From an optimization exercise on the open Yosys and OpenROAD flow, aimed at small area and a short achievable clock period; shortcuts taken in it are not production practice.
At most, simulation tests tie the RTL to the original design; equivalence was not proved.
Power and IR drop assume default switching activity.

Design ex_top, start of the top module:
module ex_top #(
	parameter int DATA_WIDTH = 64,
	parameter int ALU_K      = 4,
	parameter int BR_K       = 8,
	parameter int ALU_KIND   = 0,
	parameter int BR_KIND    = 0
) (
	input  logic                  clk,
	input  logic                  reset,
	input  logic                  issue,
	input  logic [DATA_WIDTH-1:0] read_data1,
	input  logic [DATA_WIDTH-1:0] read_data2,
	input  logic [DATA_WIDTH-1:0] pc,
	input  logic [DATA_WIDTH-1:0] imm,
	input  logic [DATA_WIDTH-1:0] br_offset,
	input  ex_pkg::alu_op_t       alu_op,
	input  logic                  alu_src,
	input  logic                  set_flags,
	input  ex_pkg::br_kind_t      br_kind,
	input  ex_pkg::cond_t         cond,
	output logic                  result_valid,
	output logic [DATA_WIDTH-1:0] alu_result,
	output logic [DATA_WIDTH-1:0] store_data,
	output logic [DATA_WIDTH-1:0] br_target,
	output logic                  br_taken,
	output logic                  negative,
	output logic                  zero,
	output logic                  overflow,
	output logic                  carry_out
);
	localparam int MSB = DATA_WIDTH - 1;
	logic                        op_valid;
	logic [DATA_WIDTH-1:0]       alu_s, br_s, store_operand;
	logic [DATA_WIDTH/ALU_K-1:0] alu_g, alu_p;
	logic [DATA_WIDTH/BR_K-1:0]  br_g, br_p;
	logic                        alu_same_sign, alu_a_sign, set_flags_q;
	logic [3:0]                  test_q;
	ex_operand_stage #(.DATA_WIDTH(DATA_WIDTH), .ALU_K(ALU_K), .BR_K(BR_K)) u_operand (
		.clk(clk), .reset(reset), .issue(issue),
		.read_data1(read_data1), .read_data2(read_data2), .imm(imm),
		.pc(pc), .br_offset(br_offset), .alu_op(alu_op), .alu_src(alu_src),
		.set_flags(set_flags), .br_kind(br_kind), .cond(cond),
		.op_valid(op_valid), .alu_s(alu_s), .alu_g(alu_g), .alu_p(alu_p),
		.alu_same_sign(alu_same_sign), .alu_a_sign(alu_a_sign),
		.store_operand(store_operand), .br_s(br_s), .br_g(br_g), .br_p(br_p),
		.set_flags_q(set_flags_q), .test_q(test_q)
	);
  ...
Size in the first run: ~2000 cells after synthesis, about 440 flip-flops.
==> flow/config.mk <==
export PLATFORM = sky130hd
export DESIGN_NAME = ex_top
export DESIGN_NICKNAME = ex_top
export VERILOG_FILES = /design/flow/design.v
export SDC_FILE = /design/flow/constraint.sdc
export NUM_CORES = 4
export LEC_CHECK = 0
export CAP_MARGIN = 20
export CORE_MARGIN = 2
export CORE_UTILIZATION = 55
export CTS_BUF_LIST = sky130_fd_sc_hd__clkbuf_16
export CTS_CLUSTER_DIAMETER = 80
export CTS_CLUSTER_SIZE = 30
export PLACE_DENSITY = 0.75
export SETUP_SLACK_MARGIN = 2.5
export SLEW_MARGIN = 20
==> flow/constraint.sdc <==
create_clock -name core_clock -period 5.5 [get_ports {clk}]
set_input_delay 1.1000 -clock core_clock [delete_from_list [all_inputs] [get_ports {clk}]]
set_output_delay 1.1000 -clock core_clock [all_outputs]
set_load 0.01 [all_outputs]
standard.sh (not shown) runs the stock make flow with config.mk's settings and CLKGATE_MAP_FILE= SYNTH_SCRIPT=/design/flow/synth_recipe.tcl, a recipe that flattens the netlist after the stock synthesis.
==> flow/flow/run.sh <==
#!/bin/bash
# Standard layout, with plain buf_1 cells as the port buffers instead of the
# buffer_ports default (clkdlybuf4s50_1). Each tool's output goes to its own log.
set -euo pipefail
export BUFFER_PORTS_ARGS="-buffer_cell sky130_fd_sc_hd__buf_1"
bash standard.sh synth > synth.log 2>&1
bash standard.sh > layout.log 2>&1
The starting point ran to the end with no violations.
Change:
CORE_UTILIZATION = 40   (was 55)
PLACE_DENSITY = not set   (was 0.75)
SETUP_SLACK_MARGIN = 2.8   (was 2.5)
Result: Critical path depth stays the same; maximum frequency came out higher by 13%; global-route usage falls by 5.9 points.
Change:
CTS_BUF_LIST = sky130_fd_sc_hd__clkbuf_8   (was sky130_fd_sc_hd__clkbuf_16)
CTS_CLUSTER_DIAMETER = 60   (was 80)
CTS_CLUSTER_SIZE = 20   (was 30)
SETUP_SLACK_MARGIN = 2.5   (was 2.8)
=> The changed run finished with timing, DRC and antenna clean. Power drops by 1.7%. Global-route usage drops by 1.6 points. Routed wire length drops by 5.2%. Cell count climbs by 0.71%. Die area stays the same. Sequential share of layout area climbs by 1.1 points. Clock-buffer cell count climbs by 15. First-iteration DRC count climbs by 4.8%. Synthesized area stays the same. Design area drops by 2.7%. Core utilization drops by 1.3 points.
Change:
CTS_BUF_LIST = sky130_fd_sc_hd__clkbuf_16   (was sky130_fd_sc_hd__clkbuf_8)
CTS_CLUSTER_DIAMETER = 80   (was 60)
CTS_CLUSTER_SIZE = 30   (was 20)
After rerunning: The new run ran to the end with no violations. Die area does not change. Final area grows by 0.51%. Non-clock buffer count decreases by 5. Critical path depth goes down by 2. Setup slack degrades by 0.0093 ns. Via count barely changes. Final cell count goes down by 0.85%. Wire length went down by 0.40%. Flip-flop and latch count is unchanged.

========
== the baseline ==
ex_top, a different RTL version from the one above (not shown whole).
Size in the first run: about 2000 cells after synthesis, about 530 I/O pins.
## ex_top
module ex_top #(
	parameter int DATA_WIDTH = 64,
	parameter int ALU_K      = 4,
	parameter int BR_K       = 8,
	parameter int ALU_KIND   = 0,
	parameter int BR_KIND    = 0
) (
	input  logic                  clk,
	input  logic                  reset,
	input  logic                  issue,
	input  logic [DATA_WIDTH-1:0] read_data1,
	input  logic [DATA_WIDTH-1:0] read_data2,
	input  logic [DATA_WIDTH-1:0] pc,
	input  logic [DATA_WIDTH-1:0] imm,
	input  logic [DATA_WIDTH-1:0] br_offset,
	input  ex_pkg::alu_op_t       alu_op,
	input  logic                  alu_src,
	input  logic                  set_flags,
	input  ex_pkg::br_kind_t      br_kind,
	input  ex_pkg::cond_t         cond,
	output logic                  result_valid,
	output logic [DATA_WIDTH-1:0] alu_result,
	output logic [DATA_WIDTH-1:0] store_data,
	output logic [DATA_WIDTH-1:0] br_target,
	output logic                  br_taken,
	output logic                  negative,
	output logic                  zero,
	output logic                  overflow,
	output logic                  carry_out
);
Settings: LEC_CHECK=0, CAP_MARGIN=20, CORE_MARGIN=2, CORE_UTILIZATION=40, CTS_BUF_LIST=sky130_fd_sc_hd__clkbuf_16, CTS_CLUSTER_DIAMETER=80, CTS_CLUSTER_SIZE=30, SETUP_SLACK_MARGIN=3.0, SLEW_MARGIN=20, SYNTH_HIERARCHICAL=1; clock period 5.5 ns.
Scripts as last shown in full above: flow/flow/run.sh
Input-level comparison between the candidate and the baseline:
- removing SYNTH_HIERARCHICAL (formerly 1)
- changing SETUP_SLACK_MARGIN from 3.0 to 3.1
- Compared to the baseline, the candidate has total power about 0.4% higher.
- Total length of routed wires: the baseline and the candidate compared, lower one is the baseline
- Post-synthesis instance area on the candidate is ahead of the baseline.
- The candidate -> the baseline: clock skew flat
- The final-layout worst hold slack reported for the candidate is smaller than that of the baseline by 0.036 ns.
Function was not checked in any run of this note: the RTL went through the layout flow alone.

========
Setup of rev 12:
Another version of the RTL of ex_top (not shown whole).
For scale: roughly 2800 cells after synthesis, roughly 530 I/O pins, roughly 23000 sq um of cells after synthesis.
## ex_top
module ex_top #(
	parameter int DATA_WIDTH = 64,
	parameter int ALU_K      = 4,
	parameter int BR_K       = 8,
	parameter int ALU_KIND   = 0,
	parameter int BR_KIND    = 0
) (
	input  logic                  clk,
	input  logic                  reset,
	input  logic                  issue,
	input  logic [DATA_WIDTH-1:0] read_data1,
	input  logic [DATA_WIDTH-1:0] read_data2,
	input  logic [DATA_WIDTH-1:0] pc,
	input  logic [DATA_WIDTH-1:0] imm,
	input  logic [DATA_WIDTH-1:0] br_offset,
	input  ex_pkg::alu_op_t       alu_op,
	input  logic                  alu_src,
	input  logic                  set_flags,
	input  ex_pkg::br_kind_t      br_kind,
	input  ex_pkg::cond_t         cond,
	output logic                  result_valid,
	output logic [DATA_WIDTH-1:0] alu_result,
	output logic [DATA_WIDTH-1:0] store_data,
	output logic [DATA_WIDTH-1:0] br_target,
	output logic                  br_taken,
	output logic                  negative,
	output logic                  zero,
	output logic                  overflow,
	output logic                  carry_out
);
	localparam int MSB = DATA_WIDTH - 1;
	logic                        op_valid;
	logic [DATA_WIDTH-1:0]       alu_s, br_s, store_operand;
	logic [DATA_WIDTH/ALU_K-1:0] alu_g, alu_p;
	logic [DATA_WIDTH/BR_K-1:0]  br_g, br_p;
	logic                        alu_top_g, alu_top_p, set_flags_q;
	logic [3:0]                  test_q;
	ex_operand_stage #(.DATA_WIDTH(DATA_WIDTH), .ALU_K(ALU_K), .BR_K(BR_K)) u_operand (
		.clk(clk), .reset(reset), .issue(issue),
		.read_data1(read_data1), .read_data2(read_data2), .imm(imm),
  ...
clock: 5.5 ns
lec_check: 0
abc_area: 1
cap_margin: 20
core_margin: 2
core_utilization: 40
cts_buf_list: sky130_fd_sc_hd__clkbuf_16
cts_cluster_diameter: 80
cts_cluster_size: 30
setup_slack_margin: 3.3
slew_margin: 20
synth_hierarchical: 1
tns_end_percent: 10
Scripts as last shown in full above: flow/flow/run.sh
Here is what was changed in the inputs of rev 13 compared with rev 12.
Settings: a change of SETUP_SLACK_MARGIN from 3.3 to 3.2.
[summary]
Diff rev 12..rev 13 | setup slack | negligible
In the reports for rev 13 and rev 12, the larger total wire length after detailed routing belongs to rev 12.
Between rev 12 and rev 13, the minimum clock period does not differ in any meaningful way.
For worst hold slack, rev 13 and rev 12 come out practically identical.
Rev 13: no failed stages, no open violations at the end
No run of this note included a check of the RTL's function; only the layout flow was run.

========
Setup of north:
Another version of the RTL of ex_top (not shown whole).
Size: ~2,000 cells after synthesis, ~530 I/O pins, ~22,000 µm² of cells after synthesis.
clock: 5.5 ns
lec_check: 0
cap_margin: 20
core_margin: 2
core_utilization: 40
cts_buf_list: sky130_fd_sc_hd__clkbuf_16
cts_cluster_diameter: 80
cts_cluster_size: 30
setup_slack_margin: 2.8
slew_margin: 20
synth_hierarchical: 1
Scripts as last shown in full above: flow/flow/run.sh
Changes in south relative to north:
--- a/flow/config.mk
+++ b/flow/config.mk
@@ -12,5 +12,5 @@
 export CTS_CLUSTER_DIAMETER = 80
 export CTS_CLUSTER_SIZE = 30
-export SETUP_SLACK_MARGIN = 2.8
+export SETUP_SLACK_MARGIN = 3.0
 export SLEW_MARGIN = 20
-export SYNTH_HIERARCHICAL = 1
+export TNS_END_PERCENT = 10
### Flow results
Source of the critical timing path: u_operand.alu_s[13] -> south, alu_src -> north. On TritonCTS buffer count: between north and south, it ends up higher for south. south ends up with higher area growth from synthesis to final layout than north does. south: core utilization 1.9 points above north. Share of the clock period used by the worst path after layout for south: 3.1 points up relative to north. The largest cell class by area comes out multi-input gates in one run and sequential cells in the other, namely in south and north respectively. Compared with north, south shows a lower number of antenna violations at the first check in global routing. As of south, design area had risen by a little under 10% compared to north. Number of top-level pins came out exactly the same in north and south. For the row count, south came in 1.2% higher than north did.
## Diff of input files: east against south
--- a/flow/config.mk
+++ b/flow/config.mk
@@ -6,11 +6,13 @@
 export NUM_CORES = 4
 export LEC_CHECK = 0
+export ABC_AREA = 1
 export CAP_MARGIN = 20
 export CORE_MARGIN = 2
 export CORE_UTILIZATION = 40
 export CTS_BUF_LIST = sky130_fd_sc_hd__clkbuf_16
-export CTS_CLUSTER_DIAMETER = 80
-export CTS_CLUSTER_SIZE = 30
+export CTS_CLUSTER_DIAMETER = 90
+export CTS_CLUSTER_SIZE = 40
 export SETUP_SLACK_MARGIN = 3.0
 export SLEW_MARGIN = 20
+export SYNTH_HIERARCHICAL = 1
 export TNS_END_PERCENT = 10
## What came out
east has completed all stages; timing, DRC and antenna checks passed.
Delta (east minus south): sum of routed wire length over all layers decreased by 2.9 mm relative to the old numbers, tap cell instance count has decreased, wire length of the first global-routing pass fell about 2.4%, relative slew slack higher.
south → east: worst-case reg-to-reg path depth rose 11, die area fell 2.1%, overall die height fell about 1%, fraction of standard cell area that is sequential rose 2.8 points, relative contribution of sequential cells to total power rose 2.5 points.
east has more setup slack than south.
Maximum clock frequency (east over south): increase, about 16%
Looking at path type of the worst setup path, the reg2reg result is from south; the in2reg one comes from east.
diff inputs: east => west
--- a/flow/config.mk
+++ b/flow/config.mk
@@ -9,8 +9,9 @@
 export CAP_MARGIN = 20
 export CORE_MARGIN = 2
-export CORE_UTILIZATION = 40
+export CORE_UTILIZATION = 45
 export CTS_BUF_LIST = sky130_fd_sc_hd__clkbuf_16
-export CTS_CLUSTER_DIAMETER = 90
-export CTS_CLUSTER_SIZE = 40
+export CTS_CLUSTER_DIAMETER = 80
+export CTS_CLUSTER_SIZE = 30
+export PLACE_DENSITY = 0.6
 export SETUP_SLACK_MARGIN = 3.0
 export SLEW_MARGIN = 20
Findings:
| post-route minimum period | lower: east |
Against east, west comes in 2 lower on critical path depth.
Relative to east, total design power has increased by about 2.7% in west.
Against east, west comes in 0.17 points lower on share of cells above drive strength 1.
## Diff of input files: middle against west
--- a/flow/config.mk
+++ b/flow/config.mk
@@ -6,12 +6,11 @@
 export NUM_CORES = 4
 export LEC_CHECK = 0
-export ABC_AREA = 1
 export CAP_MARGIN = 20
 export CORE_MARGIN = 2
-export CORE_UTILIZATION = 45
+export CORE_UTILIZATION = 40
 export CTS_BUF_LIST = sky130_fd_sc_hd__clkbuf_16
 export CTS_CLUSTER_DIAMETER = 80
 export CTS_CLUSTER_SIZE = 30
-export PLACE_DENSITY = 0.6
+export GPL_ROUTABILITY_DRIVEN = 0
 export SETUP_SLACK_MARGIN = 3.0
 export SLEW_MARGIN = 20
Notes after the runs:
- Relative to west, aggregate global-route resource usage has decreased by 1.4 points in middle.
- The data-path buffer share of cell area in the final layout in middle sits 1.3 points above the value recorded for west.
- Per the comparison of middle with west, worst max-slew margin expressed relative to the limit climbed 5.9 points; combinational power climbed about 5%; tap cell instance count climbed 81.

========
Starting RTL as in the previous note.
==> flow/design.v (excerpt) <==
module ex_top #(
	parameter int DATA_WIDTH = 64,
	parameter int ALU_K      = 4,
	parameter int BR_K       = 8,
	parameter int ALU_KIND   = 0,
	parameter int BR_KIND    = 0
) (
	input  logic                  clk,
	input  logic                  reset,
	input  logic                  issue,
	input  logic [DATA_WIDTH-1:0] read_data1,
	input  logic [DATA_WIDTH-1:0] read_data2,
	input  logic [DATA_WIDTH-1:0] pc,
	input  logic [DATA_WIDTH-1:0] imm,
	input  logic [DATA_WIDTH-1:0] br_offset,
	input  ex_pkg::alu_op_t       alu_op,
	input  logic                  alu_src,
	input  logic                  set_flags,
	input  ex_pkg::br_kind_t      br_kind,
	input  ex_pkg::cond_t         cond,
	output logic                  result_valid,
	output logic [DATA_WIDTH-1:0] alu_result,
	output logic [DATA_WIDTH-1:0] store_data,
	output logic [DATA_WIDTH-1:0] br_target,
	output logic                  br_taken,
	output logic                  negative,
	output logic                  zero,
	output logic                  overflow,
	output logic                  carry_out
);
export LEC_CHECK = 0
export ABC_AREA = 1
export CAP_MARGIN = 5
export CORE_MARGIN = 2
export CORE_UTILIZATION = 40
export CTS_BUF_LIST = sky130_fd_sc_hd__clkbuf_16
export CTS_CLUSTER_DIAMETER = 80
export CTS_CLUSTER_SIZE = 30
export SETUP_SLACK_MARGIN = 3.0
export SLEW_MARGIN = 5
export SYNTH_HIERARCHICAL = 1
export TNS_END_PERCENT = 10
create_clock -name core_clock -period 5.5 [get_ports {clk}]
Scripts as last shown in full above: flow/flow/run.sh
Then changed:
CAP_MARGIN = 20   (was 5)
SLEW_MARGIN = 20   (was 5)
TNS_END_PERCENT = 25   (was 10)
Effect: Cell count stays flat. Sequential cell count stays the same. Global-route usage does not change. Worst setup slack gets better by 0.0086 ns. Clock power stays flat. Non-clock buffer count is higher by 3.
Then changed:
TNS_END_PERCENT = 10   (was 25)
Result: The changed run completed with no timing, DRC or antenna violations; sequential cell count stays the same; clock power hardly moves; non-clock buffer count goes down by 3; synthesized area stays the same; worst setup slack loses 0.0086 ns; routed wire length goes down slightly; hold slack is about the same; maximum frequency goes down slightly; die area is unchanged; critical path depth goes down by 3.

========
run a:
ex_top again, from the RTL that the note above started with.
export LEC_CHECK = 0
export ABC_AREA = 1
export CAP_MARGIN = 20
export CORE_MARGIN = 2
export CORE_UTILIZATION = 40
export CTS_BUF_LIST = sky130_fd_sc_hd__clkbuf_16
export CTS_CLUSTER_DIAMETER = 80
export CTS_CLUSTER_SIZE = 30
export PLACE_DENSITY = 0.7
export SETUP_SLACK_MARGIN = 3.0
export SLEW_MARGIN = 20
export SYNTH_HIERARCHICAL = 1
export TNS_END_PERCENT = 10
create_clock -name core_clock -period 5.5 [get_ports {clk}]
Scripts as last shown in full above: flow/flow/run.sh
Input changes introduced in run b (baseline for comparison: run a):
Settings: removing ABC_AREA (formerly 1); removing PLACE_DENSITY (formerly 0.7).
Findings:
Global-route wire length before repair up 7.6 mm in run b wrt run a. Cell area | run b vs run a | run b larger. Max met2 routed wirelength across run a and run b: run b. On clock power share, run a and run b are basically level. Diff run a -> run b | met1 routing resource usage after global routing | increase of 3.2 points. Combinational share of power for run b: 0.7 points up relative to run a. In the metrics for run a and run b, the one carrying the lower via count is run b. The higher total track usage of run a and run b is in run b.

-- what the ideal ports hide --
No port has a modelled driver above. Below, the same layouts with a new extraction and two added sets of constraints.
Step 1 assumes that a clkbuf_16 drives the clock port and a buf_2 every other input.
Step 2 adds t to the input delays and takes it off the output delays; t is the mean of the earliest and latest rising clock arrival at the registers after step 1. Input paths then give back, and output paths get back, about the clock's delay inside the block.
Slacks: ideal ports / drivers / drivers and shift; pairs: ideal ports / drivers.
| run | shift t [ns] | slack for setup (ns) | pins driven straight from the clock port |
|---|---|---|---|
| the first run of note 1 | 0.638 | 2.454 / 2.460 / 1.822 | 1 |
| the second run of note 1 | 0.639 | 2.799 / 2.647 / 2.008 | 1 |
| the third run of note 1 | 0.688 | 2.551 / 2.495 / 1.807 | 1 |
| the fourth run of note 1 | 0.653 | 2.542 / 2.486 / 1.833 | 1 |
| the baseline | 0.643 | 2.945 / 2.859 / 2.217 | 1 |
| the candidate | 0.643 | 2.907 / 2.814 / 2.172 | 1 |
| rev 12 | 0.654 | 3.180 / 3.118 / 2.535 | 1 |
| rev 13 | 0.653 | 3.179 / 3.117 / 2.535 | 1 |
| north | 0.649 | 2.851 / 2.731 / 2.081 | 1 |
| south | 0.663 | 2.682 / 2.624 / 1.960 | 1 |
| east | 0.656 | 3.062 / 3.034 / 2.378 | 1 |
| west | 0.671 | 3.012 / 2.946 / 2.275 | 1 |
| middle | 0.662 | 3.031 / 2.722 / 2.059 | 1 |
| the first run of note 5 | 0.664 | 3.086 / 3.045 / 2.381 | 1 |
| the second run of note 5 | 0.666 | 3.094 / 3.056 / 2.390 | 1 |
| the third run of note 5 | 0.664 | 3.086 / 3.045 / 2.381 | 1 |
| run a | 0.645 | 3.015 / 3.011 / 2.367 | 1 |
| run b | 0.662 | 3.031 / 2.722 / 2.059 | 1 |
After both steps every run listed still meets setup and hold.
